What follows belongs to an exercise in optimizing a design on an open flow for small area, a short achievable clock period and few clock cycles per item; a production flow would make more cautious choices. RTL that was checked went through simulation tests only; none was proved equivalent to the original.

Design matvec_engine, start of the top module:
module matvec_engine
#(
  parameter int DATA_WIDTH = 16,
  parameter int FRAC_BITS  = 8,
  parameter int ROWS       = 4,
  parameter int COLS       = 4
) (
  input  logic                                     clk,
  input  logic                                     rst_n,
  input  logic                                     in_valid,
  output logic                                     in_ready,
  input  logic [1:0]                               mode,
  input  logic [ROWS-1:0][COLS-1:0][DATA_WIDTH-1:0] mat,
  input  logic [COLS-1:0][DATA_WIDTH-1:0]          vec,
  input  logic [ROWS-1:0][DATA_WIDTH-1:0]          bias,
  input  logic                                     abort,
  output logic [ROWS-1:0][DATA_WIDTH-1:0]          out,
  output logic [ROWS-1:0]                          out_sat,
  output logic                                     out_valid,
  input  logic                                     out_ready,
  output logic                                     busy
);
  localparam int HI_W    = 26;    
  localparam int CS_ROWS = 3;   
  logic v;
  logic sub, use_bias;
  assign in_ready  = !v || out_ready;
  assign out_valid = v;
  assign busy      = v;
  always_ff @(posedge clk or negedge rst_n) begin
    if (!rst_n)        v <= 1'b0;
    else if (abort)    v <= 1'b0;
    else if (in_ready) v <= in_valid;
  end
  assign sub      = (mode == matvec_pkg::MV_INNOV);
  assign use_bias = (mode == matvec_pkg::MV_BIAS) || (mode == matvec_pkg::MV_INNOV);
  logic [COLS*8-1:0] one, two, neg;
  for (genvar c = 0; c < COLS; c++) begin : g_enc
    logic [16:0] xe;
    assign xe = {vec[c], 1'b0};
    for (genvar i = 0; i < 8; i++) begin : g_dig
      assign one[c*8+i] = xe[2*i+1] ^ xe[2*i];
      assign two[c*8+i] = (xe[2*i+2] & ~xe[2*i+1] & ~xe[2*i]) | (~xe[2*i+2] & xe[2*i+1] & xe[2*i]);
      assign neg[c*8+i] = xe[2*i+2] ^ sub;
    end
  end
  for (genvar r = 0; r < ROWS; r++) begin : g_row
    logic [CS_ROWS*HI_W-1:0] rows, rows_q;
  ...
Size: roughly 11,000 cells after synthesis, ~300 flip-flops, roughly 460 I/O pins, roughly 110,000 um2 of cells after synthesis.
clock: 11.0 ns
lec_check: 0
cap_margin: 20
core_margin: 2
core_utilization: 40
setup_slack_margin: 3
slew_margin: 20
run.sh (not shown) runs the stock make flow with config.mk's settings and CLKGATE_MAP_FILE= SYNTH_SCRIPT=/design/flow/synth_recipe.tcl, a recipe that flattens the netlist after the stock synthesis.
Edit:
SETUP_SLACK_MARGIN = default   (was 3)
Effect: Core utilization came out lower by 0.31 points. Via count is lower by 1.2%. Cell area came out lower by about 0.7%. Area after synthesis stays the same. Count of clock-buffer cells in the layout goes down by 7. Global-route usage drops by 0.41 points.
No functional check of the RTL was part of any run of this note.


garnet:
matvec_engine, a different RTL version from the one above (not shown whole).
Size in the first run: about 120,000 sq um of cells after synthesis.
Settings: LEC_CHECK=0, CAP_MARGIN=20, CORE_MARGIN=2, CORE_UTILIZATION=55, PLACE_DENSITY=0.65, SLEW_MARGIN=20; clock period 11.0 ns.
standard.sh (not shown) runs the stock make flow with config.mk's settings and CLKGATE_MAP_FILE= SYNTH_SCRIPT=/design/flow/synth_recipe.tcl, a recipe that flattens the netlist after the stock synthesis.
==> flow/flow/run.sh <==
#!/bin/bash
# Own layout flow: the standard synthesis; then fapol.py re-polarises the
# full adders (removing the inverters synthesis leaves between adder cells);
# then the standard layout of that netlist, with plain buffers (instead of
# delay buffers) on the ports, and timing repair aimed at 6 ns of slack. Each
# tool logs to its own file here.
set -euo pipefail
R=orfs/results/${FLOW_PLATFORM}/matvec_engine/base
bash standard.sh synth > synth.log 2>&1
cp "$R/1_2_yosys.v" "$R/1_2_yosys_std.v"
python3 flow/fapol.py "$R/1_2_yosys_std.v" "$R/1_2_yosys.v" > fapol.log 2>&1
bash standard.sh "BUFFER_PORTS_ARGS=-buffer_cell sky130_fd_sc_hd__buf_1" SETUP_SLACK_MARGIN=6 finish > layout.log 2>&1
Other scripts of this flow, unchanged in this note and not shown: flow/flow/fapol.py
garnet reached the end of the flow, and the finished layout is clean on the timing, DRC and antenna checks.
Testbench counts of garnet, summed over its fixed seeds: cycles 824, items 800.
#### Input delta (xenon over garnet)
# garnet
export LEC_CHECK = 0
export CAP_MARGIN = 20
export CORE_MARGIN = 2
export CORE_UTILIZATION = 55
export PLACE_DENSITY = 0.65
export SLEW_MARGIN = 20
create_clock -name core_clock -period 11.0 [get_ports {clk}]
# xenon
export LEC_CHECK = 0
export CAP_MARGIN = 20
export CORE_MARGIN = 2
export CORE_UTILIZATION = 40
export SLEW_MARGIN = 20
create_clock -name core_clock -period 11.0 [get_ports {clk}]
diff --git a/flow/flow/run.sh b/flow/flow/run.sh
--- a/flow/flow/run.sh
+++ b/flow/flow/run.sh
@@ -3,6 +3,5 @@
 # full adders (removing the inverters synthesis leaves between adder cells);
 # then the standard layout of that netlist, with plain buffers (instead of
-# delay buffers) on the ports, and timing repair aimed at 6 ns of slack. Each
-# tool logs to its own file here.
+# delay buffers) on the ports. Each tool logs to its own file here.
 set -euo pipefail
 R=orfs/results/${FLOW_PLATFORM}/matvec_engine/base
## What came out
Sort xenon and garnet by wire length asc -> top: garnet
xenon ends up with lower detailed-route vias per instance than garnet does.
xenon vs garnet: count of plain and timing-repair buffers up
On signed area change from the synthesized netlist to the final layout: between xenon and garnet, it ends up higher for xenon.
On xenon: total instance count after detailed placement is about 8% higher than what garnet gave.

static timing again, ports no longer ideal:
In the flow no input, the clock included, has a driving cell. The finished layouts below were timed again as built, in two steps.
Step 1 (the two cells are an assumption about what drives the block):
set clk [get_ports {clk}]
set_driving_cell -lib_cell sky130_fd_sc_hd__clkbuf_16 $clk
set_driving_cell -lib_cell sky130_fd_sc_hd__buf_2 [delete_from_list [all_inputs] $clk]
Step 2 moves the port delays by t, midway between the first and last clock arrival at a register: inputs arrive t later, outputs are due t later. That takes back most of the time a late clock gives input paths.
a / b / c = no drivers / after step 1 / after step 2; a / b = the first two.
run	t, ns	slack for setup (ns)	worst register clock-pin slew, ns
the first run of note 1	0.834	3.045 / 3.012 / 2.212	0.09 / 0.09
the second run of note 1	0.812	1.576 / 1.476 / 1.352	0.08 / 0.08
garnet	0.939	5.909 / 5.893 / 5.909	0.08 / 0.08
xenon	0.978	5.867 / 5.867 / 5.867	0.08 / 0.08
After both steps setup and hold are still met in every run listed. For the first run of note 1, which loses most, drivers alone change the setup slack by -0.033 ns; drivers and shift together by -0.833 ns.
